What follows belongs to an exercise in optimizing a design on an open flow for small area and a short achievable clock period; a production flow would make more cautious choices. Function was checked by simulation only, so behaviour that the tests miss may differ from the original. The flow treats the clock pin as an ideal source, which a real chip does not have. Power and IR drop assume default switching activity.

run A:
==> flow/design.v (excerpt) <==
module param_dual_port_ram #(
  parameter int DATA_WIDTH = 8,
  parameter int ADDR_WIDTH = 8,
  parameter int RDW_MODE   = 0,
  parameter int OUT_REG    = 0
) (
  input  logic                  clk,
  input  logic                  rst,
  input  logic                  wr,
  input  logic [ADDR_WIDTH-1:0] wr_addr,
  input  logic [DATA_WIDTH-1:0] d_in,
  input  logic                  rd,
  input  logic [ADDR_WIDTH-1:0] rd_addr,
  output logic [DATA_WIDTH-1:0] d_out,
  output logic                  rd_valid,
  output logic                  busy
);
  localparam int DEPTH = 1 << ADDR_WIDTH;
  localparam int W = DATA_WIDTH;
  localparam int LB = 4;             
  localparam int NC = 1 << LB;       
  logic [W-1:0]          mem [DEPTH];
  logic                  busy_q;
  logic [ADDR_WIDTH-1:0] wa_q;
  logic [W-1:0]          wd_q;
  logic                  wv_q;
  logic [W-1:0]          cand_n [NC];     
  logic [LB-1:0]         ra_lo;
  logic                  hit;
  logic [W-1:0]          byp;
  logic [W-1:0]          r2;
  logic                  v1, v2;
  always_ff @(posedge clk)
    if (rst) begin
      busy_q <= 1'b1;
      wa_q   <= '0;
      wd_q   <= '0;
      wv_q   <= 1'b1;
    end else if (busy_q) begin
      busy_q <= ~&wa_q;
      wa_q   <= wa_q + 1'b1;
      wd_q   <= '0;
      wv_q   <= 1'b1;
    end else begin
      wa_q   <= wr_addr;
      wd_q   <= d_in;
      wv_q   <= wr;
    end
  always_ff @(posedge clk)
    if (wv_q) mem[wa_q] <= wd_q;
  localparam int NG = DEPTH / NC;
  logic [NG-1:0] gsel;
  logic [W-1:0]  cand_nd [NC];
  always_comb
  ...
Size: about 4,300 cells after synthesis, roughly 83,000 um2 of cells after synthesis.
==> module param_dual_port_ram, before the edit <==
module param_dual_port_ram #(
  parameter int DATA_WIDTH = 8,
  parameter int ADDR_WIDTH = 8,
  parameter int RDW_MODE   = 0,
  parameter int OUT_REG    = 0
) (
  input  logic                  clk,
  input  logic                  rst,
  input  logic                  wr,
  input  logic [ADDR_WIDTH-1:0] wr_addr,
  input  logic [DATA_WIDTH-1:0] d_in,
  input  logic                  rd,
  input  logic [ADDR_WIDTH-1:0] rd_addr,
  output logic [DATA_WIDTH-1:0] d_out,
  output logic                  rd_valid,
  output logic                  busy
);
  localparam int DEPTH = 1 << ADDR_WIDTH;
  localparam int W = DATA_WIDTH;
  localparam int LB = 4;             
  localparam int NC = 1 << LB;       
  logic [W-1:0]          mem [DEPTH];
  logic                  busy_q;
  logic [ADDR_WIDTH-1:0] wa_q;
  logic [W-1:0]          wd_q;
  logic                  wv_q;
  logic [W-1:0]          cand_n [NC];     
  logic [LB-1:0]         ra_lo;
  logic                  hit;
  logic [W-1:0]          byp;
  logic [W-1:0]          r2;
  logic                  v1, v2;
  always_ff @(posedge clk)
    if (rst) begin
      busy_q <= 1'b1;
      wa_q   <= '0;
      wd_q   <= '0;
      wv_q   <= 1'b1;
    end else if (busy_q) begin
      busy_q <= ~&wa_q;
      wa_q   <= wa_q + 1'b1;
      wd_q   <= '0;
      wv_q   <= 1'b1;
    end else begin
      wa_q   <= wr_addr;
      wd_q   <= d_in;
      wv_q   <= wr;
    end
  always_ff @(posedge clk)
    if (wv_q) mem[wa_q] <= wd_q;
  localparam int NG = DEPTH / NC;
  logic [NG-1:0] gsel;
  logic [W-1:0]  cand_nd [NC];
  always_comb
    for (int g = 0; g < NG; g++) gsel[g] = rd_addr[ADDR_WIDTH-1:LB] == (ADDR_WIDTH-LB)'(g);
  for (genvar k = 0; k < NC; k++) begin : g_cand
    for (genvar b = 0; b < W; b++) begin : g_bit
      logic [NG/2-1:0] n1;
      logic [NG/8-1:0] n2;
      for (genvar p = 0; p < NG / 2; p++) begin : g_p
        param_dual_port_ram_aoi22 u_aoi (
          .a(gsel[2*p]), .b(mem[(2*p)*NC + k][b]),
          .c(gsel[2*p+1]), .d(mem[(2*p+1)*NC + k][b]), .y(n1[p]));
      end
      for (genvar q = 0; q < NG / 8; q++) begin : g_q
        param_dual_port_ram_nand4 u_nand (.a(n1[4*q +: 4]), .y(n2[q]));
      end
      param_dual_port_ram_nor2 u_nor (.a(n2), .y(cand_nd[k][b]));
    end
  end
  always_ff @(posedge clk) begin
    for (int k = 0; k < NC; k++) cand_n[k] <= cand_nd[k];
    ra_lo <= rd_addr[LB-1:0];
    hit   <= wv_q && wa_q == rd_addr;
    byp   <= wd_q;
  end
  always_ff @(posedge clk)
    if (rst) begin
      v1 <= 1'b0;
      v2 <= 1'b0;
      r2 <= '0;
    end else begin
      v1 <= rd & ~busy_q;
      v2 <= v1;
      if (v1) r2 <= hit ? byp : ~cand_n[ra_lo];
    end
  assign busy     = busy_q;
  assign d_out    = r2;
  assign rd_valid = v2;
endmodule
==> flow/config.mk <==
export PLATFORM = sky130hd
export DESIGN_NAME = param_dual_port_ram
export DESIGN_NICKNAME = param_dual_port_ram
export VERILOG_FILES = /design/flow/design.v
export SDC_FILE = /design/flow/constraint.sdc
export NUM_CORES = 4
export LEC_CHECK = 0
export CAP_MARGIN = 20
export CORE_MARGIN = 2
export CORE_UTILIZATION = 45
export CTS_CLUSTER_DIAMETER = 100
export CTS_CLUSTER_SIZE = 26
export SETUP_SLACK_MARGIN = 2.0
export SLEW_MARGIN = 20
export SYNTH_HIERARCHICAL = 1
export SYNTH_MINIMUM_KEEP_SIZE = 0
==> flow/constraint.sdc <==
create_clock -name core_clock -period 4.0 [get_ports {clk}]
set_input_delay 0.8000 -clock core_clock [delete_from_list [all_inputs] [get_ports {clk}]]
set_output_delay 0.8000 -clock core_clock [all_outputs]
set_load 0.01 [all_outputs]
standard.sh (not shown) runs the stock make flow with config.mk's settings and CLKGATE_MAP_FILE= SYNTH_SCRIPT=/design/flow/synth_recipe.tcl, a recipe that flattens the netlist after the stock synthesis.
==> flow/flow/run.sh <==
#!/bin/bash
# The standard layout, with two hooks: at the end of the floorplan step
# flow/post_floorplan.tcl sets the read mux's AOI cells to their smallest
# drive, and at the end of the CTS step flow/post_cts.tcl rebuilds the top of
# the clock tree with fewer buffer levels. make's full output goes to
# make.log in the work folder; ORFS keeps each step's log under orfs/logs/.
set -euo pipefail
work=$(pwd)
bash standard.sh POST_FLOORPLAN_TCL="$work/flow/post_floorplan.tcl" POST_CTS_TCL="$work/flow/post_cts.tcl" finish > "$work/make.log" 2>&1
Other scripts of this flow, unchanged in this note and not shown: flow/flow/flatten_tree.tcl, flow/flow/post_cts.tcl, flow/flow/post_floorplan.tcl
Inputs modified between run A and run B:
--- a/flow/design.v
+++ b/flow/design.v
@@ -26,5 +26,5 @@
   logic                  wv_q;
   logic [W-1:0]          cand_n [NC];     
-  logic [LB-1:0]         ra_lo;
+  logic [NC-1:0]         rl_n;             
   logic                  hit;
   logic [W-1:0]          byp;
@@ -69,8 +69,22 @@
     end
   end
+  logic hit_d;
+  always_comb hit_d = wv_q && wa_q == rd_addr;
+  logic [W-1:0] rsel;
+  for (genvar b = 0; b < W; b++) begin : g_sel
+    logic [NC-1:0]   t;
+    logic [NC/4-1:0] u;
+    for (genvar k = 0; k < NC; k++) begin : g_t
+      param_dual_port_ram_nor2 u_t (.a({rl_n[k], cand_n[k][b]}), .y(t[k]));
+    end
+    for (genvar q = 0; q < NC / 4; q++) begin : g_u
+      param_dual_port_ram_nor4 u_u (.a(t[4*q +: 4]), .y(u[q]));
+    end
+    param_dual_port_ram_nand4 u_s (.a(u), .y(rsel[b]));
+  end
   always_ff @(posedge clk) begin
     for (int k = 0; k < NC; k++) cand_n[k] <= cand_nd[k];
-    ra_lo <= rd_addr[LB-1:0];
-    hit   <= wv_q && wa_q == rd_addr;
+    for (int k = 0; k < NC; k++) rl_n[k] <= hit_d || rd_addr[LB-1:0] != LB'(k);
+    hit   <= hit_d;
     byp   <= wd_q;
   end
@@ -83,5 +97,5 @@
       v1 <= rd & ~busy_q;
       v2 <= v1;
-      if (v1) r2 <= hit ? byp : ~cand_n[ra_lo];
+      if (v1) r2 <= rsel | (byp & {W{hit}});
     end
   assign busy     = busy_q;
@@ -107,2 +121,8 @@
   assign y = ~|a;
 endmodule
+module param_dual_port_ram_nor4 (
+  input  logic [3:0] a,
+  output logic       y
+);
+  assign y = ~|a;
+endmodule
[summary]
Compared with run A, run B shows a met1 track demand over resource in global routing that is 0.55 points lower.
Diff run A -> run B: total wire length went down; compound-gate portion of the synthesized area went down; area growth from synthesis to layout went down; area share of and/or/nand/nor cells after synthesis went up; global-route usage went down.
Against run A, run B comes in about 2% lower on final instance area.
Relative to run A, initial antenna violation count has decreased by 2 in run B.
Run A reports its cell at the slowest stage of the critical path as sky130_fd_sc_hd__dfxtp_4 while run B reports sky130_fd_sc_hd__nor4_4.
Minimum period implied by the final worst setup slack improves in run B relative to run A.
Proportion of power drawn by the clock network ends up higher on run B.

## separate check: timing with driven ports
In the flow no input, the clock included, has a driving cell. The finished layouts below were timed again as built, in two steps. Step 1 (the two cells are an assumption about what drives the block):
set clk [get_ports {clk}]
set_driving_cell -lib_cell sky130_fd_sc_hd__clkbuf_16 $clk
set_driving_cell -lib_cell sky130_fd_sc_hd__buf_2 [delete_from_list [all_inputs] $clk]
Step 2 adds t to the input delays and takes it off the output delays; t is the mean of the earliest and latest rising clock arrival at the registers after step 1. Input paths then give back, and output paths get back, about the clock's delay inside the block. Slacks: ideal / step 1 / step 2; pairs: ideal / step 1.
run	t, ns	setup slack, ns	clock arrival spread, ns
run A	0.783	1.669 / 1.669 / 1.343	0.036 / 0.036
run B	0.801	1.970 / 1.925 / 1.338	0.038 / 0.039
After both steps every run listed still meets setup and hold. The setup slack of run B, which loses most, moves by -0.045 ns with the drivers and by -0.632 ns with both steps.
